What follows belongs to an exercise in optimizing a design on an open flow for small area, a short achievable clock period and few clock cycles per item; a production flow would make more cautious choices. Power is estimated from default activity; no workload was simulated.

## run 1
Design tile_convert_top, start of the top module:
module tile_convert_top
(
    input  logic                   clk,
    input  logic                   rst,
    input  logic                   comp_enb,
    output logic                   busy,
    output logic                   done,
    output logic [16-1:0] mem_addr,
    output logic                   mem_read_enb,
    input  logic [64-1:0]  mem_data_in,
    output logic [16-1:0] res_addr,
    output logic [64-1:0]  res_data_out,
    output logic                   res_write_enb
);
Size in the first run: ~480 cells after synthesis, about 170 I/O pins, roughly 3000 sq um of cells after synthesis.
==> flow/config.mk <==
export PLATFORM = sky130hd
export DESIGN_NAME = tile_convert_top
export DESIGN_NICKNAME = tile_convert_top
export VERILOG_FILES = /design/flow/design.v
export SDC_FILE = /design/flow/constraint.sdc
export NUM_CORES = 4
export LEC_CHECK = 0
export CAP_MARGIN = 20
export CORE_MARGIN = 2
export CORE_UTILIZATION = 40
export SLEW_MARGIN = 20
==> flow/constraint.sdc <==
create_clock -name core_clock -period 8.0 [get_ports {clk}]
set_input_delay 1.6000 -clock core_clock [delete_from_list [all_inputs] [get_ports {clk}]]
set_output_delay 1.6000 -clock core_clock [all_outputs]
set_load 0.01 [all_outputs]
standard.sh (not shown) runs the stock make flow with config.mk's settings and CLKGATE_MAP_FILE= SYNTH_SCRIPT=/design/flow/synth_recipe.tcl, a recipe that flattens the netlist after the stock synthesis.
==> flow/flow/run.sh <==
#!/bin/bash
# Standard layout with two changes:
#  - after the standard synthesis, its combinational logic is mapped again
#    by ABC with an area-oriented script (resyn.tcl, abc.script); registers,
#    their cells and names are kept as the standard synthesis made them;
#  - the port buffers are made from the smallest buffer cell.
# Each tool's output goes to a log of its own in this folder.
set -euo pipefail
here=$(pwd)
res=$here/orfs/results/$FLOW_PLATFORM/tile_convert_top/base
lib=$FLOW_HOME/platforms/$FLOW_PLATFORM/lib/sky130_fd_sc_hd__tt_025C_1v80.lib

bash standard.sh synth > synth.log 2>&1

cp $res/1_2_yosys.v $here/standard_synth.v
du=$(grep -oE 'cell \("?sky130_fd_sc_hd__(lpflow_\w+|probe\w*)' $lib | sed 's/cell ("\?//' | sort -u | sed 's/^/-dont_use /' | tr '\n' ' ')
LIB=$lib TOP=$FLOW_TOP IN=$here/standard_synth.v OUT=$res/1_2_yosys.v \
  ABC_SCRIPT=$here/flow/abc.script ABC_DU="$du" \
  yosys -c flow/resyn.tcl > resyn.log 2>&1
rm -f $res/1_synth.odb

export BUFFER_PORTS_ARGS="-buffer_cell sky130_fd_sc_hd__buf_1"
bash standard.sh finish > standard.log 2>&1
==> flow/flow/abc.script <==
strash
dch -f
map -a
==> flow/flow/resyn.tcl <==
# Re-map the combinational logic of the standard synthesis netlist.
# Registers are kept as they are (same cells, same instance names).
set lib $::env(LIB)
yosys read_liberty -overwrite -ignore_miss_func -setattr liberty_cell $lib
yosys read_verilog -overwrite $::env(IN)
yosys hierarchy -top $::env(TOP)
# flip-flops stay as cells
foreach m [list sky130_fd_sc_hd__dfxtp_1 sky130_fd_sc_hd__dfxtp_2 sky130_fd_sc_hd__dfxtp_4 sky130_fd_sc_hd__dfrtp_1 sky130_fd_sc_hd__edfxtp_1 sky130_fd_sc_hd__dfstp_2] {
  catch { yosys blackbox $m }
}
yosys flatten
yosys opt_clean -purge
yosys stat -liberty $lib
yosys techmap
yosys opt -fast
yosys abc -script $::env(ABC_SCRIPT) -liberty $lib {*}$::env(ABC_DU)
yosys opt_clean -purge
yosys hilomap -singleton -hicell sky130_fd_sc_hd__conb_1 HI -locell sky130_fd_sc_hd__conb_1 LO
yosys splitnets
yosys opt_clean -purge
yosys stat -liberty $lib
yosys write_verilog -noattr -nohex -nodec $::env(OUT)
Changes in run 2 relative to run 1:
# run 1
export LEC_CHECK = 0
export CAP_MARGIN = 20
export CORE_MARGIN = 2
export CORE_UTILIZATION = 40
export SLEW_MARGIN = 20
create_clock -name core_clock -period 8.0 [get_ports {clk}]
# run 2
export LEC_CHECK = 0
export ABC_AREA = 1
export CAP_MARGIN = 20
export CORE_MARGIN = 2
export CORE_UTILIZATION = 40
export SLEW_MARGIN = 20
create_clock -name core_clock -period 8.0 [get_ports {clk}]
==> flow/flow/run.sh <==
#!/bin/bash
# Standard layout, with the port buffers made from the smallest buffer cell.
set -euo pipefail
export BUFFER_PORTS_ARGS="-buffer_cell sky130_fd_sc_hd__buf_1"
bash standard.sh finish > standard.log 2>&1
removed: flow/flow/abc.script
removed: flow/flow/resyn.tcl
- Looking at post-route core utilization, run 2 sits 5.7 points below run 1.
- Comparing run 2 and run 1, the lower wire length of the first global-routing pass was measured on run 1.
- Looking only at combinational share of power, and setting everything else aside, the lower value of run 2 and run 1 goes to run 1.
- Total power was lower in run 1 than in run 2.
Input-level comparison between run 3 and run 2:
# run 2
export LEC_CHECK = 0
export ABC_AREA = 1
export CAP_MARGIN = 20
export CORE_MARGIN = 2
export CORE_UTILIZATION = 40
export SLEW_MARGIN = 20
create_clock -name core_clock -period 8.0 [get_ports {clk}]
# run 3
export LEC_CHECK = 0
export CAP_MARGIN = 20
export CORE_MARGIN = 2
export CORE_UTILIZATION = 40
export SLEW_MARGIN = 20
create_clock -name core_clock -period 8.0 [get_ports {clk}]
==> flow/flow/run.sh <==
#!/bin/bash
# Standard layout with two changes:
#  - after the standard synthesis, its combinational logic is mapped again
#    by ABC with an area-oriented script (resyn.tcl, abc.script); registers,
#    their cells and names are kept as the standard synthesis made them;
#  - the port buffers are made from the smallest buffer cell.
# Each tool's output goes to a log of its own in this folder.
set -euo pipefail
here=$(pwd)
res=$here/orfs/results/$FLOW_PLATFORM/tile_convert_top/base
lib=$FLOW_HOME/platforms/$FLOW_PLATFORM/lib/sky130_fd_sc_hd__tt_025C_1v80.lib

bash standard.sh synth > synth.log 2>&1

cp $res/1_2_yosys.v $here/standard_synth.v
du=$(grep -oE 'cell \("?sky130_fd_sc_hd__(lpflow_\w+|probe\w*)' $lib | sed 's/cell ("\?//' | sort -u | sed 's/^/-dont_use /' | tr '\n' ' ')
LIB=$lib TOP=$FLOW_TOP IN=$here/standard_synth.v OUT=$res/1_2_yosys.v \
  ABC_SCRIPT=$here/flow/abc.script ABC_DU="$du" \
  yosys -c flow/resyn.tcl > resyn.log 2>&1
rm -f $res/1_synth.odb

export BUFFER_PORTS_ARGS="-buffer_cell sky130_fd_sc_hd__buf_1"
bash standard.sh finish > standard.log 2>&1
==> flow/flow/abc.script (new file) <==
strash
dch -f
amap
==> flow/flow/resyn.tcl (new file) <==
# Re-map the combinational logic of the standard synthesis netlist.
# Registers are kept as they are (same cells, same instance names).
set lib $::env(LIB)
yosys read_liberty -overwrite -ignore_miss_func -setattr liberty_cell $lib
yosys read_verilog -overwrite $::env(IN)
yosys hierarchy -top $::env(TOP)
# flip-flops stay as cells
foreach m [list sky130_fd_sc_hd__dfxtp_1 sky130_fd_sc_hd__dfxtp_2 sky130_fd_sc_hd__dfxtp_4 sky130_fd_sc_hd__dfrtp_1 sky130_fd_sc_hd__edfxtp_1 sky130_fd_sc_hd__dfstp_2] {
  catch { yosys blackbox $m }
}
yosys flatten
yosys opt_clean -purge
yosys stat -liberty $lib
yosys techmap
yosys opt -fast
yosys abc -script $::env(ABC_SCRIPT) -liberty $lib {*}$::env(ABC_DU)
yosys opt_clean -purge
yosys hilomap -singleton -hicell sky130_fd_sc_hd__conb_1 HI -locell sky130_fd_sc_hd__conb_1 LO
yosys splitnets
yosys opt_clean -purge
yosys stat -liberty $lib
yosys write_verilog -noattr -nohex -nodec $::env(OUT)
[summary]
Cmp run 3 vs run 2: non-filler instance count after layout lower in run 3. Looking at leakage power, run 3 sits about 40% lower than run 2 does. Run 3 finished every step from synthesis to the final layout, and the layout passed the timing, design-rule and antenna checks. A cell with the biggest individual delay on the critical path of sky130_fd_sc_hd__a311oi_1 is what run 3 shows, while sky130_fd_sc_hd__dfxtp_1 belongs to run 2. Between run 2 and run 3, the flow reports number of signal-net buffers in the layout increasing slightly. Internal power, run 3 vs run 2: down by a little under 10%.
No functional check of the RTL was part of any run of this note.

## afterwards: timing with drivers on the ports
No port has a modelled driver above. Below, the same layouts with a new extraction and two added sets of constraints.
Step 1, drivers: a clkbuf_16 drives clk and a buf_2 each remaining input, both assumed.
Step 2 moves the port delays by t, midway between the first and last clock arrival at a register: inputs arrive t later, outputs are due t later. That takes back most of the time a late clock gives input paths.
Three values: ideal, step 1, step 2; two values: the first two.
run	t (ns)	setup WS [ns]	clock arrival spread, ns
run 1	0.320	4.300 / 4.271 / 4.591	0.010 / 0.010
run 2	0.315	4.368 / 4.339 / 4.654	0.009 / 0.008
run 3	0.321	3.983 / 3.955 / 4.275	0.009 / 0.009
After both steps setup and hold are still met in every run listed.
